This is an optimization exercise on Yosys and OpenROAD, whose aim is small area, a short achievable clock period and few clock cycles per item, not a production implementation.
The RTL was checked by simulation tests, not by an equivalence proof against the original design.

==> run B: inputs <==
Design glyph_grid_extent_finder, start of the top module:
module glyph_grid_extent_finder (
  input  wire logic                        clk,
  input  wire logic                        rst_n,
  input  wire logic                        cfg_we,
  input  wire logic                        cfg_index,
  input  wire logic [6:0]                  cfg_data,
  input  wire logic                        in_valid,
  output      logic                        in_stall,
  input  wire logic                        in_op,
  input  wire logic                        in_frame_start,
  input  wire logic [31:0]                 in_pixel_value,
  input  wire logic [7:0]                  in_glyph_index,
  output      logic                        out_valid,
  input  wire logic                        out_stall,
  output      logic [9:0]                  out_glyph_x,
  output      logic [10:0]                 out_glyph_y,
  output      logic [6:0]                  out_glyph_w,
  output      logic [6:0]                  out_glyph_h,
  output      logic [5:0]                  out_space_width,
  output      logic [6:0]                  out_line_height
);
  localparam logic [11:0] EMPTY = {6'd63, 6'd0};
  logic [6:0]  cw_r, ch_r;
  logic [5:0]  cwm1_r, chm1_r;
  logic [6:0]  cfg_eff;
  logic [31:0] bg_r;
  logic [7:0]  t_r;
  logic        sk_v, sk_op, sk_fs, sk_ink;
  logic [7:0]  sk_gi;
  logic        v1, op1, fs1, ink1;
  logic [7:0]  gi1;
  logic [7:0]  ra1;               
  logic [15:0] pa_row, pa_col;
  logic        pa0;
  logic [5:0]  icc_r, icr_r;
  logic [3:0]  cc_r, cr_r;
  logic [6:0]  top_r, abot_r;
  logic [11:0] ring [256];
  logic [11:0] rb   [16];          
  logic [15:0] pend;               
  logic        fl;                 
  logic        v2, s2b;           
  logic        urb2;              
  logic        par2;              
  logic [11:0] rd2;
  logic [5:0]  rr_r;              
  logic [3:0]  gcol2, grow2;
  logic [6:0]  top2, abot2;       
  logic [9:0]  xs2;               
  logic [8:0]  ya2;               
  logic [7:0]  yb2;
  logic [6:0]  h2, lh2;
  logic        ov;
  logic [9:0]  ox;
  logic [10:0] oy;
  logic [6:0]  ow, oh, olh;
  logic [5:0]  osp;               
  logic        iccl_r, icrl_r, first_r, a65_r, tany_r, fsr_r;
  logic [15:0] touched;
  always_comb begin
    for (int c = 0; c < 16; c++)
  ...
Settings: LEC_CHECK=0, CAP_MARGIN=20, CORE_MARGIN=2, CORE_UTILIZATION=50, CTS_BUF_LIST=sky130_fd_sc_hd__clkbuf_16, CTS_CLUSTER_DIAMETER=80, CTS_CLUSTER_SIZE=32, PLACE_DENSITY=0.6, SETUP_SLACK_MARGIN=4.8, SLEW_MARGIN=20, TNS_END_PERCENT=100; clock period 8.0 ns.
run.sh (not shown) runs the stock make flow with config.mk's settings and CLKGATE_MAP_FILE= SYNTH_SCRIPT=/design/flow/synth_recipe.tcl, a recipe that flattens the netlist after the stock synthesis.
==> inputs of run A, as changes to run B <==
--- a/flow/design.v
+++ b/flow/design.v
@@ -57,48 +57,44 @@
   logic [5:0]  cwm1_r, chm1_r;
   logic [6:0]  cfg_eff;
   logic [31:0] bg_r;
   logic [7:0]  t_r;
   logic        sk_v, sk_op, sk_fs, sk_ink;
   logic [7:0]  sk_gi;
   logic        v1, op1, fs1, ink1;
   logic [7:0]  gi1;
+  logic [3:0]  qi1;               
   logic [7:0]  ra1;               
   logic [15:0] pa_row, pa_col;
   logic        pa0;
   logic [5:0]  icc_r, icr_r;
   logic [3:0]  cc_r, cr_r;
   logic [6:0]  top_r, abot_r;
   logic [11:0] ring [256];
   logic [11:0] rb   [16];          
   logic [15:0] pend;               
   logic        fl;                 
   logic        v2, s2b;           
   logic        urb2;              
   logic        par2;              
   logic [11:0] rd2;
   logic [5:0]  rr_r;              
-  logic [3:0]  gcol2, grow2;
-  logic [6:0]  top2, abot2;       
+  logic [3:0]  gcol2;
   logic [9:0]  xs2;               
   logic [8:0]  ya2;               
   logic [7:0]  yb2;
   logic [6:0]  h2, lh2;
   logic        ov;
   logic [9:0]  ox;
   logic [10:0] oy;
   logic [6:0]  ow, oh, olh;
   logic [5:0]  osp;               
   logic        iccl_r, icrl_r, first_r, a65_r, tany_r, fsr_r;
-  logic [15:0] touched;
-  always_comb begin
-    for (int c = 0; c < 16; c++)
-      touched[c] = (icr_r != 6'd0) || (4'(c) < cc_r) || ((4'(c) == cc_r) && (icc_r != 6'd0));
-  end
+  logic [15:0] touched, touched_n;
   logic take, out_free, s2_free, s1_go, s1_free, s1_load, pix1, pproc, mark, mv;
   assign take     = in_valid && !sk_v;
   assign out_free = !ov || !out_stall;
   assign s2_free  = !v2 || (!s2b && out_free);
   assign s1_go    = v1 && (op1 ? s2_free : (!fs1 || fsr_r));
   assign s1_free  = !v1 || s1_go;
   assign s1_load  = s1_free && (sk_v || take);
   assign pix1     = v1 && !op1;
@@ -173,19 +169,24 @@
       if ((mark && touched[c]) || (pproc && icc_last && icr_last && (p_cc == 4'(c))))
         pend_n[c] = 1'b1;
       else if (wbe_r && (wbc_r == 4'(c)))
         pend_n[c] = 1'b0;
       else
         pend_n[c] = pend[c];
     end
     wbe_n = pend_n[wbc_n];
-    wbt_n = (icr_n != 6'd0) || (wbc_n < cc_n) || ((wbc_n == cc_n) && (icc_n != 6'd0));
     fsp    = pproc && fs1;
     rowinc = pproc && !fs1 && icc_last && (p_cc == 4'd15) && icr_last;
+    touched_n = touched;
+    if (pproc) begin
+      if (rowinc) touched_n = '0;
+      else        touched_n = (fs1 ? 16'd0 : touched) | (16'd1 << p_cc);
+    end
+    wbt_n = touched_n[wbc_n];
     for (int k = 0; k < 16; k++) hot0[k] = (4'(cr_r + tk_n) == 4'(k));
     for (int k = 0; k < 16; k++)
       hot_n[k] = fsp ? (tk_n == 4'(k)) : rowinc ? hot0[(k + 15) % 16] : hot0[k];
     for (int k = 0; k < 16; k++)
       wsel_n[k] = wbe_n && (wbt_n ? hot_n[k] : hot_n[(k + 1) % 16]);
   end
   logic [5:0]  ring_rd;
   logic [11:0] rb_rd;
@@ -197,36 +198,36 @@
       rrow[r] = '0;
       for (int c = 0; c < 16; c++)
         rrow[r] = rrow[r] | ({6{pa_col[c]}} & ring[16 * r + c][11:6]);
     end
     ring_rd = '0;
     for (int r = 0; r < 16; r++) ring_rd = ring_rd | ({6{pa_row[r]}} & rrow[r]);
     q_r      = gi1[7:4];
     q_c      = gi1[3:0];
-    rb_rd    = rb[4'(q_c - cc_r)];
+    rb_rd    = rb[qi1];
     q_use_rb = (touched[q_c] && (q_r == cr_r)) ||
                (pend[q_c] && !touched[q_c] && (q_r == cr_r - 4'd1));
   end
   logic [9:0]  b_xs;
-  logic [8:0]  b_ya;
-  logic [7:0]  b_yb;
-  logic [6:0]  b_h, b_lh;
+  logic [8:0]  q_ya;
+  logic [7:0]  q_yb;
+  logic [6:0]  q_h, q_lh;
   logic [11:0] c_ent;
   logic        c_vld;
   logic [9:0]  c_x, c_xs;
   logic [6:0]  c_w, c_ws;
   logic [10:0] c_y;
   always_comb begin
     b_xs = ((gcol2[0] ? 10'(cw_r)              : 10'd0) + (gcol2[1] ? 10'({cw_r, 1'b0}) : 10'd0))
          + ((gcol2[2] ? 10'({cw_r, 2'b00})     : 10'd0) + (gcol2[3] ? 10'({cw_r, 3'b000}) : 10'd0));
-    b_ya = (grow2[0] ? 9'(ch_r) : 9'd0) + (grow2[1] ? 9'({ch_r, 1'b0}) : 9'd0) + 9'(top2);
-    b_yb = (grow2[2] ? 8'(ch_r) : 8'd0) + (grow2[3] ? 8'({ch_r, 1'b0}) : 8'd0);
-    b_h  = (ch_r > top2) ? ch_r - top2 : 7'd0;
-    b_lh = (abot2 > top2) ? abot2 - top2 : 7'd0;
+    q_ya = (gi1[4] ? 9'(ch_r) : 9'd0) + (gi1[5] ? 9'({ch_r, 1'b0}) : 9'd0) + 9'(top_r);
+    q_yb = (gi1[6] ? 8'(ch_r) : 8'd0) + (gi1[7] ? 8'({ch_r, 1'b0}) : 8'd0);
+    q_h  = (ch_r > top_r) ? ch_r - top_r : 7'd0;
+    q_lh = (abot_r > top_r) ? abot_r - top_r : 7'd0;
     if (urb2)      c_ent = rd2;
     else if (par2) c_ent = {rr_r, rd2[5:0]};
     else           c_ent = {rd2[11:6], rr_r};
     c_vld = c_ent[11:6] <= c_ent[5:0];
     c_xs  = xs2 + 10'(c_ent[11:6]);
     c_ws  = 7'(c_ent[5:0]) - 7'(c_ent[11:6]) + 7'd1;
     c_x   = c_vld ? c_xs : xs2;
     c_w   = c_vld ? c_ws : cw_r;
@@ -250,16 +251,17 @@
       wbi_r   <= '0;
       wbe_r   <= 1'b0;
       wsel_r  <= '0;
       iccl_r  <= 1'b0;
       icrl_r  <= 1'b0;
       first_r <= 1'b1;
       a65_r   <= 1'b0;
       tany_r  <= 1'b0;
+      touched <= '0;
       fsr_r   <= 1'b1;
       sk_v    <= 1'b0;
       v1      <= 1'b0;
       v2      <= 1'b0;
       s2b     <= 1'b0;
       ov      <= 1'b0;
       icc_r   <= '0;
       cc_r    <= '0;
@@ -285,16 +287,17 @@
       wbi_r  <= wbi_n;
       wbe_r  <= wbe_n;
       wsel_r <= wsel_n;
       iccl_r  <= (icc_n == cwm1_r);
       icrl_r  <= (icr_n == chm1_r);
       first_r <= (icc_n == 6'd0) && (icr_n == 6'd0);
       a65_r   <= ({cr_n, cc_n} == 8'd65);
       tany_r  <= tany_n;
+      touched <= touched_n;
       fsr_r   <= (pend_n == 16'd0) && (fl_n || !tany_n);
       if (take && !in_op && in_frame_start) bg_r <= in_pixel_value;
       if (sk_v) begin
         if (s1_free) sk_v <= 1'b0;
       end else if (take && !s1_free) begin
         sk_v <= 1'b1;
       end
       if (s1_free) v1 <= sk_v || take;
@@ -336,40 +339,38 @@
       sk_ink <= t_ink;
       sk_gi  <= in_glyph_index;
     end
     if (s1_load) begin
       op1  <= sk_v ? sk_op  : in_op;
       fs1  <= sk_v ? sk_fs  : in_frame_start;
       ink1 <= sk_v ? sk_ink : t_ink;
       gi1  <= ld_gi;
+      qi1  <= ld_gi[3:0] - cc_n;
       ra1  <= ld_gi + t_r + 8'd1;
     end else begin
       ra1  <= ra1 + 8'd1;
     end
     for (int k = 0; k < 16; k++) begin
       pa_row[k] <= (pa_n[7:4] == 4'(k));
       pa_col[k] <= (pa_n[3:0] == 4'(k));
     end
     pa0  <= pa_n[0];
     rr_r <= ring_rd;
     if (mv) begin
       urb2  <= q_use_rb;
       par2  <= pa0;
       rd2   <= rb_rd;
       gcol2 <= gi1[3:0];
-      grow2 <= gi1[7:4];
-      top2  <= top_r;
-      abot2 <= abot_r;
+      ya2   <= q_ya;
+      yb2   <= q_yb;
+      h2    <= q_h;
+      lh2   <= q_lh;
     end else if (v2 && s2b) begin
       xs2 <= b_xs;
-      ya2 <= b_ya;
-      yb2 <= b_yb;
-      h2  <= b_h;
-      lh2 <= b_lh;
       if (!urb2) begin
         if (par2) rd2[5:0]  <= rr_r;
         else      rd2[11:6] <= rr_r;
       end
     end else if (v2 && !out_free) begin
       urb2 <= 1'b1;
       rd2  <= c_ent;
     end
==> flow/flow/run.sh (new file) <==
#!/bin/bash
# The standard layout, with two changes: the port buffers are buf_4 cells (instead of the
# resizer's default pick, a delay buffer), and timing repair may resize a cell into any cell of
# the same function (not only one of the same footprint).
set -euo pipefail
export BUFFER_PORTS_ARGS="-buffer_cell sky130_fd_sc_hd__buf_4"
bash standard.sh MATCH_CELL_FOOTPRINT=0 finish > flow_standard.log 2>&1
==> flow/standard.sh (new file) <==
#!/bin/bash
# synth_recipe.tcl (not shown) runs the flow's synth.tcl, then flattens the netlist and writes it again
# the make line also repeats each setting of config.mk as NAME=value (left out here)
make -C /OpenROAD-flow-scripts/flow DESIGN_CONFIG=/design/flow/config.mk WORK_HOME=/design/flow/orfs CLKGATE_MAP_FILE= SYNTH_SCRIPT=/design/flow/synth_recipe.tcl "${@:-finish}"
Settings changed: CORE_UTILIZATION 50 to 62, CTS_CLUSTER_DIAMETER 80 to 60, CTS_CLUSTER_SIZE 32 to 24, PLACE_DENSITY 0.6 to 0.72.
removed: flow/run.sh
==> inputs of run Y, as changes to run B <==
--- a/flow/design.v
+++ b/flow/design.v
@@ -72,18 +72,17 @@
   logic [11:0] rb   [16];          
   logic [15:0] pend;               
   logic        fl;                 
   logic        v2, s2b;           
   logic        urb2;              
   logic        par2;              
   logic [11:0] rd2;
   logic [5:0]  rr_r;              
-  logic [3:0]  gcol2, grow2;
-  logic [6:0]  top2, abot2;       
+  logic [3:0]  gcol2;
   logic [9:0]  xs2;               
   logic [8:0]  ya2;               
   logic [7:0]  yb2;
   logic [6:0]  h2, lh2;
   logic        ov;
   logic [9:0]  ox;
   logic [10:0] oy;
   logic [6:0]  ow, oh, olh;
@@ -202,31 +201,31 @@
     for (int r = 0; r < 16; r++) ring_rd = ring_rd | ({6{pa_row[r]}} & rrow[r]);
     q_r      = gi1[7:4];
     q_c      = gi1[3:0];
     rb_rd    = rb[4'(q_c - cc_r)];
     q_use_rb = (touched[q_c] && (q_r == cr_r)) ||
                (pend[q_c] && !touched[q_c] && (q_r == cr_r - 4'd1));
   end
   logic [9:0]  b_xs;
-  logic [8:0]  b_ya;
-  logic [7:0]  b_yb;
-  logic [6:0]  b_h, b_lh;
+  logic [8:0]  q_ya;
+  logic [7:0]  q_yb;
+  logic [6:0]  q_h, q_lh;
   logic [11:0] c_ent;
   logic        c_vld;
   logic [9:0]  c_x, c_xs;
   logic [6:0]  c_w, c_ws;
   logic [10:0] c_y;
   always_comb begin
     b_xs = ((gcol2[0] ? 10'(cw_r)              : 10'd0) + (gcol2[1] ? 10'({cw_r, 1'b0}) : 10'd0))
          + ((gcol2[2] ? 10'({cw_r, 2'b00})     : 10'd0) + (gcol2[3] ? 10'({cw_r, 3'b000}) : 10'd0));
-    b_ya = (grow2[0] ? 9'(ch_r) : 9'd0) + (grow2[1] ? 9'({ch_r, 1'b0}) : 9'd0) + 9'(top2);
-    b_yb = (grow2[2] ? 8'(ch_r) : 8'd0) + (grow2[3] ? 8'({ch_r, 1'b0}) : 8'd0);
-    b_h  = (ch_r > top2) ? ch_r - top2 : 7'd0;
-    b_lh = (abot2 > top2) ? abot2 - top2 : 7'd0;
+    q_ya = (gi1[4] ? 9'(ch_r) : 9'd0) + (gi1[5] ? 9'({ch_r, 1'b0}) : 9'd0) + 9'(top_r);
+    q_yb = (gi1[6] ? 8'(ch_r) : 8'd0) + (gi1[7] ? 8'({ch_r, 1'b0}) : 8'd0);
+    q_h  = (ch_r > top_r) ? ch_r - top_r : 7'd0;
+    q_lh = (abot_r > top_r) ? abot_r - top_r : 7'd0;
     if (urb2)      c_ent = rd2;
     else if (par2) c_ent = {rr_r, rd2[5:0]};
     else           c_ent = {rd2[11:6], rr_r};
     c_vld = c_ent[11:6] <= c_ent[5:0];
     c_xs  = xs2 + 10'(c_ent[11:6]);
     c_ws  = 7'(c_ent[5:0]) - 7'(c_ent[11:6]) + 7'd1;
     c_x   = c_vld ? c_xs : xs2;
     c_w   = c_vld ? c_ws : cw_r;
@@ -351,25 +350,22 @@
     end
     pa0  <= pa_n[0];
     rr_r <= ring_rd;
     if (mv) begin
       urb2  <= q_use_rb;
       par2  <= pa0;
       rd2   <= rb_rd;
       gcol2 <= gi1[3:0];
-      grow2 <= gi1[7:4];
-      top2  <= top_r;
-      abot2 <= abot_r;
+      ya2   <= q_ya;
+      yb2   <= q_yb;
+      h2    <= q_h;
+      lh2   <= q_lh;
     end else if (v2 && s2b) begin
       xs2 <= b_xs;
-      ya2 <= b_ya;
-      yb2 <= b_yb;
-      h2  <= b_h;
-      lh2 <= b_lh;
       if (!urb2) begin
         if (par2) rd2[5:0]  <= rr_r;
         else      rd2[11:6] <= rr_r;
       end
     end else if (v2 && !out_free) begin
       urb2 <= 1'b1;
       rd2  <= c_ent;
     end
Settings changed: CORE_UTILIZATION 50 to 70, CTS_CLUSTER_DIAMETER 80 to 60, CTS_CLUSTER_SIZE 32 to 28, PLACE_DENSITY 0.6 to 0.8.
==> metrics.yaml <==
ys_seq_area_frac: 0.7543
status: "complete, no violations"
rr_endpoint: "rd2[6]"
nMultiInputCombCells: 3028
multi_input_area_share: 0.2128
synth_edf_count: 328
synth_seq_cells: 3611
synth_area_um2: 100200
sh_seq_area: 0.6816
die_h_um: 451.6
p_clk_frac: 0.279
powerDensity_nw_per_um2: 293.9
fin_worst_skew_ns: 0.04677
That was run B.
==> metrics.yaml <==
die_h_um: 381.6
ys_seq_area_frac: 0.7518
synth_top_area_frac: 0.6585
status: "complete, no violations"
yosysTopAreaCell: "dfxtp_1"
buf_share: 0.02721
drtIter0Drc: 6200
synth_edf_count: 310
area_growth_pct: 10.73
multi_input_area_share: 0.2157
sh_seq_area: 0.6799
synth_area_um2: 99810
rr_endpoint: "rd2[10]"
That was run Y.
==> metrics.yaml <==
nMultiInputCombCells: 2953
port-buffer-count: 104
p_clk_frac: 0.311
rr_endpoint: "wsel_r[14]"
sh_seq_area: 0.6857
die_h_um: 405.6
status: "complete, no violations"
multi_input_area_share: 0.2126
ys_seq_area_frac: 0.7549
synth_area_um2: 99980
fin_worst_skew_ns: 0.03532
dp.cells: 9090
powerDensity_nw_per_um2: 299.3
nets: 7396
That was run A.
Testbench counts of run B, summed over its fixed seeds: cycles 44,030, items 41,958.
Testbench counts of run A, summed over its fixed seeds: cycles 44,030, items 41,958.
Testbench counts of run Y, summed over its fixed seeds: cycles 44,030, items 41,958.

-- what the ideal ports hide --
In the flow no input, the clock included, has a driving cell. The finished layouts below were timed again as built, in two steps. Step 1, drivers: a clkbuf_16 drives clk and a buf_2 each remaining input, both assumed. Step 2 adds t to the input delays and takes it off the output delays; t is the mean of the earliest and latest rising clock arrival at the registers after step 1. Input paths then give back, and output paths get back, about the clock's delay inside the block. a / b / c = no drivers / after step 1 / after step 2; a / b = the first two.
run | t (ns) | setup slack, ns | worst hold slack (ns) | worst setup path at the end
run B | 0.901 | 4.721 / 4.721 / 3.962 | 0.311 / 0.311 / 0.311 | input to register
run A | 0.921 | 4.843 / 4.843 / 4.067 | 0.305 / 0.305 / 0.305 | input to register
run Y | 0.905 | 4.652 / 4.652 / 3.987 | 0.310 / 0.310 / 0.310 | input to register
After both steps setup and hold are still met in every run listed. The setup slack of run A, which loses most, moves by 0.000 ns with the drivers and by -0.776 ns with both steps.
